Context: an optimization exercise on an open-source flow, tuned for small area, a short achievable clock period and few clock cycles per item. The choices shown serve that exercise and are no tape-out recipe. In this exercise RTL edits were held to simulation tests only and were not proved equivalent to the original.

Design qubit_measure, start of the top module:
module qubit_measure (
    input  logic               clk,
    input  logic               rst,
    input  logic               in_valid,
    output logic               in_ready,
    input  logic signed [15:0] in_alpha,
    input  logic signed [15:0] in_beta,
    output logic               out_valid,
    input  logic               out_ready,
    output logic               out_bit,
    output logic [15:0]        out_alpha,
    output logic [15:0]        out_beta,
    output logic               out_err
);
==> flow/config.mk <==
export PLATFORM = sky130hd
export DESIGN_NAME = qubit_measure
export DESIGN_NICKNAME = qubit_measure
export VERILOG_FILES = /design/flow/design.v
export SDC_FILE = /design/flow/constraint.sdc
export NUM_CORES = 4
export LEC_CHECK = 0
export CAP_MARGIN = 20
export CORE_MARGIN = 2
export CORE_UTILIZATION = 40
export CTS_CLUSTER_DIAMETER = 100
export CTS_CLUSTER_SIZE = 20
export GPL_ROUTABILITY_DRIVEN = 0
export SLEW_MARGIN = 20
export SYNTH_HIERARCHICAL = 1
export SYNTH_MINIMUM_KEEP_SIZE = 0
==> flow/constraint.sdc <==
create_clock -name core_clock -period 11.0 [get_ports {clk}]
set_input_delay 2.2000 -clock core_clock [delete_from_list [all_inputs] [get_ports {clk}]]
set_output_delay 2.2000 -clock core_clock [all_outputs]
set_load 0.01 [all_outputs]
standard.sh (not shown) runs the stock make flow with config.mk's settings and CLKGATE_MAP_FILE= SYNTH_SCRIPT=/design/flow/synth_recipe.tcl, a recipe that flattens the netlist after the stock synthesis.
==> flow/flow/run.sh <==
#!/bin/bash
set -euo pipefail
export SETUP_SLACK_MARGIN=7.6
export POST_SYNTH_TCL="$(pwd)/flow/downsize.tcl"
bash standard.sh > standard.log 2>&1
==> flow/flow/downsize.tcl <==
# Run after synthesis (POST_SYNTH_TCL): set every combinational cell that
# synthesis gave a drive strength above 1 to its drive-1 variant. The timing
# repair later sizes up what the critical paths need. Registers keep their
# cell type and size.
set n 0
foreach inst [get_cells *] {
  set m [get_property $inst ref_name]
  if {[regexp {^(sky130_fd_sc_hd__[a-z0-9]+)_([0-9]+)$} $m -> base sz] && $sz > 1} {
    if {[regexp {df|dl|sdf|edf|conb|clkbuf|clkinv|clkdly|tap|fill|decap} $base]} { continue }
    set cand "${base}_1"
    if {[llength [get_lib_cells -quiet */$cand]] > 0} {
      replace_cell $inst $cand
      incr n
    }
  }
}
puts "downsize: $n cells set to drive strength 1"
The starting point completed without violations.
Testbench counts at the start, summed over its fixed seeds: cycles 2,088, items 2,048.
==> next run, changes <==
Settings changed: GPL_ROUTABILITY_DRIVEN 0 to default, PLACE_DENSITY from default to 0.75.
Wire length came out lower by 5.7%.
Cell area came out lower by 0.74%.
Global-route usage came out lower by 1.5 points.
Non-clock buffer count came out lower by 14.

========
qubit_measure, a different RTL version from the one above (not shown whole).
Size: ~2500 cells after synthesis, about 72 I/O pins, ~28000 um^2 of cells after synthesis.
==> flow/config.mk <==
export PLATFORM = sky130hd
export DESIGN_NAME = qubit_measure
export DESIGN_NICKNAME = qubit_measure
export VERILOG_FILES = /design/flow/design.v
export SDC_FILE = /design/flow/constraint.sdc
export NUM_CORES = 4
export LEC_CHECK = 0
export CAP_MARGIN = 20
export CORE_MARGIN = 2
export CORE_UTILIZATION = 40
export CTS_BUF_LIST = sky130_fd_sc_hd__clkbuf_8
export CTS_CLUSTER_DIAMETER = 100
export CTS_CLUSTER_SIZE = 15
export PLACE_DENSITY = 0.75
export SLEW_MARGIN = 20
export SYNTH_HIERARCHICAL = 1
export SYNTH_MINIMUM_KEEP_SIZE = 0
==> flow/constraint.sdc <==
create_clock -name core_clock -period 11.0 [get_ports {clk}]
set_input_delay 2.2000 -clock core_clock [delete_from_list [all_inputs] [get_ports {clk}]]
set_output_delay 2.2000 -clock core_clock [all_outputs]
set_load 0.01 [all_outputs]
==> flow/flow/run.sh <==
#!/bin/bash
set -euo pipefail
export SETUP_SLACK_MARGIN=7.7
export POST_SYNTH_TCL="$(pwd)/flow/downsize.tcl"
bash standard.sh > standard.log 2>&1
Scripts as last shown in full above: flow/flow/downsize.tcl
Testbench counts at the start, summed over its fixed seeds: cycles 2,088, items 2,048.
Then changed:
==> flow/flow/run.sh (replaced) <==
#!/bin/bash
set -euo pipefail
export SETUP_SLACK_MARGIN=7.6
export POST_SYNTH_TCL="$(pwd)/flow/downsize.tcl"
bash standard.sh > standard.log 2>&1
Effect: Die area stays the same. Non-clock buffer count went down by 16. Utilization shrinks by 0.72 points. Sequential share of layout area went up by 0.35 points. Setup slack is better by 0.066 ns. Area after synthesis stays the same.

========
Setup of run A:
Another version of the RTL of qubit_measure (not shown whole).
For scale: roughly 2,500 cells after synthesis, about 390 flip-flops, about 72 I/O pins, roughly 0.030 mm^2 of cells after synthesis.
==> flow/config.mk <==
export PLATFORM = sky130hd
export DESIGN_NAME = qubit_measure
export DESIGN_NICKNAME = qubit_measure
export VERILOG_FILES = /design/flow/design.v
export SDC_FILE = /design/flow/constraint.sdc
export NUM_CORES = 4
export LEC_CHECK = 0
export CAP_MARGIN = 20
export CORE_MARGIN = 2
export CORE_UTILIZATION = 40
export SLEW_MARGIN = 20
export SYNTH_HIERARCHICAL = 1
export SYNTH_MINIMUM_KEEP_SIZE = 0
==> flow/constraint.sdc <==
create_clock -name core_clock -period 11.0 [get_ports {clk}]
set_input_delay 2.2000 -clock core_clock [delete_from_list [all_inputs] [get_ports {clk}]]
set_output_delay 2.2000 -clock core_clock [all_outputs]
set_load 0.01 [all_outputs]
==> flow/flow/run.sh <==
#!/bin/bash
# Standard layout, with timing repair aiming for extra setup slack.
cp standard.sh standard_sh_copy.txt
cp synth_recipe.tcl synth_recipe_copy.txt
export SETUP_SLACK_MARGIN=7.2
bash standard.sh > standard.log 2>&1
Run A: no failed stages, no open violations at the end
Testbench counts of run A, summed over its fixed seeds: cycles 2,096, items 2,048.
Edits applied to the flow inputs when going from run A to run B:
==> flow/flow/run.sh <==
#!/bin/bash
# Standard layout (the standard.sh), with timing repair aiming for extra
# setup slack so that the achieved period is short. The clock period and
# constraints are the design's.
set -euo pipefail
export SETUP_SLACK_MARGIN=8.0
bash standard.sh > standard.log 2>&1
- Lower clock latency on the worst-skew pair among run A and run B: run A
- Run B: final area is 9.9% higher than what run A reported.
- Largest fanout of any net on the critical path in run B is 14 lower than in run A
- Looking only at clock-buffer cell count, and setting everything else aside, the lower value of run A and run B goes to run A.
- Maximum number of pins on one net before global-route repair: run A and run B compared, higher one is run A
- Looking at highest cell delay on the worst timing path across run A and run B, the one that comes out higher is run A.
- Comparing run B against run A, there is no change at all in number of instances in the synthesized netlist.
- Diff run A -> run B | fmax | up by more than 10%
- Run B: full flow OK, the timing, design-rule and antenna checks passed
- Compared to run A, run B has share of the core filled with cells in the final layout 4.4 points higher.
Inputs modified between run B and run C:
==> flow/run.sh (new file) <==
#!/bin/bash
# synth_recipe.tcl (not shown) runs the flow's synth.tcl, then flattens the netlist and writes it again
# the make line also repeats each setting of config.mk as NAME=value (left out here)
make -C /OpenROAD-flow-scripts/flow DESIGN_CONFIG=/design/flow/config.mk WORK_HOME=/design/flow/orfs CLKGATE_MAP_FILE= SYNTH_SCRIPT=/design/flow/synth_recipe.tcl finish
removed: flow/flow/run.sh
removed: flow/standard.sh
--- outcome ---
Across run B and run C, none had a timing, DRC or antenna violation. Area added between synthesis and finish, run B and run C, higher one = run B. Cmp run B and run C / average wire per cell in the routed design / higher: run B. Run B has a higher final cell utilization of the core than run C. Changes observed in run C relative to run B: multi-input gate share of the layout cell area rose by 3.8 points, area of combinational cells with multiple inputs fell by 850 um^2. Run C vs run B: total routing usage reported by global routing down. Run C reports its worst-path cell with the longest stage delay as nand2_1 while run B reports edfxtp_1.

========
qubit_measure with an RTL version that a note above also has.
Size: about 72 I/O pins, ~29000 um2 of cells after synthesis.
Design qubit_measure, start of the top module:
module qubit_measure (
    input  logic               clk,
    input  logic               rst,
    input  logic               in_valid,
    output logic               in_ready,
    input  logic signed [15:0] in_alpha,
    input  logic signed [15:0] in_beta,
    output logic               out_valid,
    input  logic               out_ready,
    output logic               out_bit,
    output logic [15:0]        out_alpha,
    output logic [15:0]        out_beta,
    output logic               out_err
);
    localparam int LAT = 4;           
    localparam int D   = 6;           
    logic        acc, take, push, res_bit, res_err;
    logic [15:0] lfsr_q, lfsr_nx;
    logic [15:0] a_q, b_q;
    logic [4:1] v_q;
    logic [31:0] p0_d, t_d;
    logic [47:0] xa, xb;
    assign lfsr_nx = lfsr_q[0] ? ((lfsr_q >> 1) ^ 16'hB400) : (lfsr_q >> 1);
    always_ff @(posedge clk) begin
        if (rst) lfsr_q <= 16'hACE1;
        else     lfsr_q <= lfsr_nx;
    end
    logic [15:0] rs0;
    assign rs0 = lfsr_q[0] ? ((lfsr_q >> 1) ^ 16'hB400) : (lfsr_q >> 1);
    logic [17:0] rx;
    logic [7:0]  e1_q, e2_q, en_q;
    logic        er15_q;
    assign rx = {1'b0, rs0, 1'b0};
    always_ff @(posedge clk) begin
        for (int k = 0; k < 8; k++) begin
            e1_q[k] <= rx[2*k+1] ^ rx[2*k];
            e2_q[k] <= (rx[2*k+2] & ~rx[2*k+1] & ~rx[2*k]) | (~rx[2*k+2] & rx[2*k+1] & rx[2*k]);
        end
    end
    always_comb begin
        for (int k = 0; k < 8; k++) en_q[k] = lfsr_q[2*k+1];
    end
    assign er15_q = lfsr_q[15];
    logic pp1;
    logic pp2;
    logic pp3;
    logic pp4;
    logic pp5;
    logic pp6;
    logic pp7;
    logic pp8;
    logic pp9;
    logic pp10;
    logic pp11;
  ...
==> flow/config.mk <==
export PLATFORM = sky130hd
export DESIGN_NAME = qubit_measure
export DESIGN_NICKNAME = qubit_measure
export VERILOG_FILES = /design/flow/design.v
export SDC_FILE = /design/flow/constraint.sdc
export NUM_CORES = 4
export LEC_CHECK = 0
export CAP_MARGIN = 20
export CORE_MARGIN = 2
export CORE_UTILIZATION = 40
export CTS_CLUSTER_DIAMETER = 100
export CTS_CLUSTER_SIZE = 20
export PLACE_DENSITY = 0.8
export SLEW_MARGIN = 20
export SYNTH_HIERARCHICAL = 1
export SYNTH_MINIMUM_KEEP_SIZE = 0
==> flow/constraint.sdc <==
create_clock -name core_clock -period 11.0 [get_ports {clk}]
set_input_delay 2.2000 -clock core_clock [delete_from_list [all_inputs] [get_ports {clk}]]
set_output_delay 2.2000 -clock core_clock [all_outputs]
set_load 0.01 [all_outputs]
==> flow/flow/run.sh <==
#!/bin/bash
set -euo pipefail
export SETUP_SLACK_MARGIN=7.7
export POST_SYNTH_TCL="$(pwd)/flow/downsize.tcl"
bash standard.sh > standard.log 2>&1
Scripts as last shown in full above: flow/flow/downsize.tcl
The first run ran to the end with no violations.
Testbench counts at the start, summed over its fixed seeds: cycles 2,088, items 2,048.
Rerun with:
--- a/flow/flow/run.sh
+++ b/flow/flow/run.sh
@@ -3 +3 @@
-export SETUP_SLACK_MARGIN=7.7
+export SETUP_SLACK_MARGIN=7.8
Settings changed: PLACE_DENSITY 0.8 to not set.
Setup slack is better by 33 ps.
Maximum frequency is higher by 1.0%.
Clock skew came out lower by 3.1 ps.
Worst hold slack got worse by 27 ps.
Routed wire length rose by about 8%.
Register-to-register slack gains 20 ps.

========
== run 1 ==
qubit_measure with an RTL version that a note above also has.
Size in the first run: ~28,000 um^2 of cells after synthesis.
==> flow/design.v (excerpt) <==
module qubit_measure (
    input  logic               clk,
    input  logic               rst,
    input  logic               in_valid,
    output logic               in_ready,
    input  logic signed [15:0] in_alpha,
    input  logic signed [15:0] in_beta,
    output logic               out_valid,
    input  logic               out_ready,
    output logic               out_bit,
    output logic [15:0]        out_alpha,
    output logic [15:0]        out_beta,
    output logic               out_err
);
==> flow/config.mk <==
export PLATFORM = sky130hd
export DESIGN_NAME = qubit_measure
export DESIGN_NICKNAME = qubit_measure
export VERILOG_FILES = /design/flow/design.v
export SDC_FILE = /design/flow/constraint.sdc
export NUM_CORES = 4
export LEC_CHECK = 0
export CAP_MARGIN = 20
export CORE_MARGIN = 2
export CORE_UTILIZATION = 40
export CTS_BUF_LIST = sky130_fd_sc_hd__clkbuf_8
export CTS_CLUSTER_DIAMETER = 100
export CTS_CLUSTER_SIZE = 15
export PLACE_DENSITY = 0.75
export SLEW_MARGIN = 20
export SYNTH_HIERARCHICAL = 1
export SYNTH_MINIMUM_KEEP_SIZE = 0
==> flow/constraint.sdc <==
create_clock -name core_clock -period 11.0 [get_ports {clk}]
set_input_delay 2.2000 -clock core_clock [delete_from_list [all_inputs] [get_ports {clk}]]
set_output_delay 2.2000 -clock core_clock [all_outputs]
set_load 0.01 [all_outputs]
==> flow/flow/run.sh <==
#!/bin/bash
set -euo pipefail
export SETUP_SLACK_MARGIN=7.5
export POST_SYNTH_TCL="$(pwd)/flow/downsize.tcl"
bash standard.sh > standard.log 2>&1
Scripts as last shown in full above: flow/flow/downsize.tcl
Testbench counts of run 1, summed over its fixed seeds: cycles 2,088, items 2,048.
Here is what was changed in the inputs of run 2 compared with run 1.
# run 1
export LEC_CHECK = 0
export CAP_MARGIN = 20
export CORE_MARGIN = 2
export CORE_UTILIZATION = 40
export CTS_BUF_LIST = sky130_fd_sc_hd__clkbuf_8
export CTS_CLUSTER_DIAMETER = 100
export CTS_CLUSTER_SIZE = 15
export PLACE_DENSITY = 0.75
export SLEW_MARGIN = 20
export SYNTH_HIERARCHICAL = 1
export SYNTH_MINIMUM_KEEP_SIZE = 0
create_clock -name core_clock -period 11.0 [get_ports {clk}]
# run 2
export LEC_CHECK = 0
export CAP_MARGIN = 20
export CORE_MARGIN = 2
export CORE_UTILIZATION = 45
export CTS_BUF_LIST = sky130_fd_sc_hd__clkbuf_8
export CTS_CLUSTER_DIAMETER = 80
export CTS_CLUSTER_SIZE = 12
export PLACE_DENSITY = 0.75
export SLEW_MARGIN = 20
export SYNTH_HIERARCHICAL = 1
export SYNTH_MINIMUM_KEEP_SIZE = 0
create_clock -name core_clock -period 11.0 [get_ports {clk}]
==> flow/flow/run.sh <==
#!/bin/bash
set -euo pipefail
export SETUP_SLACK_MARGIN=7.6
export POST_SYNTH_TCL="$(pwd)/flow/downsize.tcl"
bash standard.sh > standard.log 2>&1
- Run 2 vs run 1 on count of clock-net buffers in the final layout: run 2 is the higher one.
- Compared with run 1, in run 2 number of cells on the worst reg-to-reg path down 1, number of cell rows down 5, maximum frequency up 9.2 MHz.
- Critical path capture point = xb_q[23]: run 2; critical path capture point = xc_q: run 1
- Diff run 1 -> run 2 | ratio of final minimum period to clock period | decrease of 0.98 points
- Run 2 vs run 1 — wire length rose 5.0%.
- Run 2 vs. run 1: worst endpoint data arrival time saw a decrease, instance area after placement saw a decrease.
The following lists how run 3 was set up differently from run 2:
# run 2
export LEC_CHECK = 0
export CAP_MARGIN = 20
export CORE_MARGIN = 2
export CORE_UTILIZATION = 45
export CTS_BUF_LIST = sky130_fd_sc_hd__clkbuf_8
export CTS_CLUSTER_DIAMETER = 80
export CTS_CLUSTER_SIZE = 12
export PLACE_DENSITY = 0.75
export SLEW_MARGIN = 20
export SYNTH_HIERARCHICAL = 1
export SYNTH_MINIMUM_KEEP_SIZE = 0
create_clock -name core_clock -period 11.0 [get_ports {clk}]
# run 3
export LEC_CHECK = 0
export CAP_MARGIN = 20
export CORE_MARGIN = 2
export CORE_UTILIZATION = 40
export CTS_BUF_LIST = sky130_fd_sc_hd__clkbuf_8
export CTS_CLUSTER_DIAMETER = 80
export CTS_CLUSTER_SIZE = 12
export PLACE_DENSITY = 0.75
export SLEW_MARGIN = 20
export SYNTH_HIERARCHICAL = 1
export SYNTH_MINIMUM_KEEP_SIZE = 0
create_clock -name core_clock -period 11.0 [get_ports {clk}]
Results
Going from run 2 to run 3, multi-input logic portion of the cell area shrank by 0.19 points; logic depth of the worst setup path including buffers shrank by 1. Of run 3 and run 2, run 3 shows the lower layout buffer count excluding clock buffers, with run 2 above it. Worst setup slack on run 3 is ahead of run 2. Met1 capacity usage during global routing, run 3 and run 2: lower on run 3. Of run 3 and run 2, run 2 shows the higher wire length of the first global-routing pass, with run 3 below it. Of run 3 and run 2, run 3 shows the lower actual transition at the worst max-transition pin, with run 2 above it. The data required time at the worst endpoint was comparable across run 3 and run 2. The worst reg2reg path depth in run 3 was lower than what run 2 gave. Run 2 vs run 3, capture point of the worst path: xb_q[23] vs xb_q[18].
Input-level comparison between run 4 and run 3:
# run 3
export LEC_CHECK = 0
export CAP_MARGIN = 20
export CORE_MARGIN = 2
export CORE_UTILIZATION = 40
export CTS_BUF_LIST = sky130_fd_sc_hd__clkbuf_8
export CTS_CLUSTER_DIAMETER = 80
export CTS_CLUSTER_SIZE = 12
export PLACE_DENSITY = 0.75
export SLEW_MARGIN = 20
export SYNTH_HIERARCHICAL = 1
export SYNTH_MINIMUM_KEEP_SIZE = 0
create_clock -name core_clock -period 11.0 [get_ports {clk}]
# run 4
export LEC_CHECK = 0
export CAP_MARGIN = 20
export CORE_MARGIN = 2
export CORE_UTILIZATION = 40
export CTS_BUF_LIST = sky130_fd_sc_hd__clkbuf_8
export CTS_CLUSTER_DIAMETER = 100
export CTS_CLUSTER_SIZE = 15
export PLACE_DENSITY = 0.75
export SLEW_MARGIN = 20
export SYNTH_HIERARCHICAL = 1
export SYNTH_MINIMUM_KEEP_SIZE = 0
create_clock -name core_clock -period 11.0 [get_ports {clk}]
--- a/flow/flow/run.sh
+++ b/flow/flow/run.sh
@@ -3,2 +3,3 @@
 export SETUP_SLACK_MARGIN=7.6
+export BUFFER_PORTS_ARGS="-buffer_cell sky130_fd_sc_hd__buf_1"
 export POST_SYNTH_TCL="$(pwd)/flow/downsize.tcl"
[summary]
Cmp run 3 and run 4 / worst setup slack / higher: run 3
The worst hold slack across all endpoints in run 4 sits 0.025 ns above the value recorded for run 3.

[separate check: timing with driven ports]
No port has a modelled driver above. Below, the same layouts with a new extraction and two added sets of constraints.
Step 1, drivers: a clkbuf_16 drives clk and a buf_2 each remaining input, both assumed.
Step 2 moves the port delays by t, midway between the first and last clock arrival at a register: inputs arrive t later, outputs are due t later. That takes back most of the time a late clock gives input paths.
a / b / c = ideal ports / drivers / drivers and shift; a / b = the first two.
| run | t, ns | slack for setup (ns) | hold slack, ns | worst setup path after step 2 | worst slew at a driven data input, ns |
|---|---|---|---|---|---|
| the first run of note 1 | 0.668 | 7.597 / 7.597 / 7.044 | 0.315 / 0.315 / 0.315 | input to register | 0.04 |
| the second run of note 1 | 0.634 | 7.666 / 7.645 / 7.269 | 0.331 / 0.331 / 0.331 | input to register | 0.05 |
| the first run of note 2 | 0.695 | 7.573 / 7.522 / 7.131 | 0.334 / 0.334 / 0.334 | input to register | 0.03 |
| the second run of note 2 | 0.708 | 7.639 / 7.587 / 7.086 | 0.333 / 0.333 / 0.333 | input to register | 0.04 |
| run A | 0.649 | 7.228 / 7.228 / 6.755 | 0.333 / 0.333 / 0.333 | input to register | 0.04 |
| run B | 0.657 | 7.630 / 7.569 / 7.510 | 0.327 / 0.327 / 0.327 | input to register | 0.04 |
| run C | 0.643 | 6.640 / 6.675 / 6.032 | 0.338 / 0.338 / 0.338 | input to register | 0.05 |
| the first run of note 4 | 0.633 | 7.634 / 7.573 / 7.186 | 0.351 / 0.351 / 0.351 | input to register | 0.06 |
| the second run of note 4 | 0.655 | 7.667 / 7.605 / 7.268 | 0.325 / 0.325 / 0.325 | input to register | 0.03 |
| run 1 | 0.726 | 7.518 / 7.515 / 7.093 | 0.341 / 0.341 / 0.341 | input to register | 0.04 |
| run 2 | 0.674 | 7.626 / 7.575 / 7.051 | 0.337 / 0.337 / 0.337 | input to register | 0.05 |
| run 3 | 0.676 | 7.671 / 7.632 / 7.058 | 0.331 / 0.331 / 0.331 | input to register | 0.04 |
| run 4 | 0.714 | 7.643 / 7.592 / 7.206 | 0.356 / 0.356 / 0.356 | input to register | 0.03 |
After both steps setup and hold are still met in every run listed. The setup slack of run 3, which loses most, moves by -0.039 ns with the drivers and by -0.613 ns with both steps.
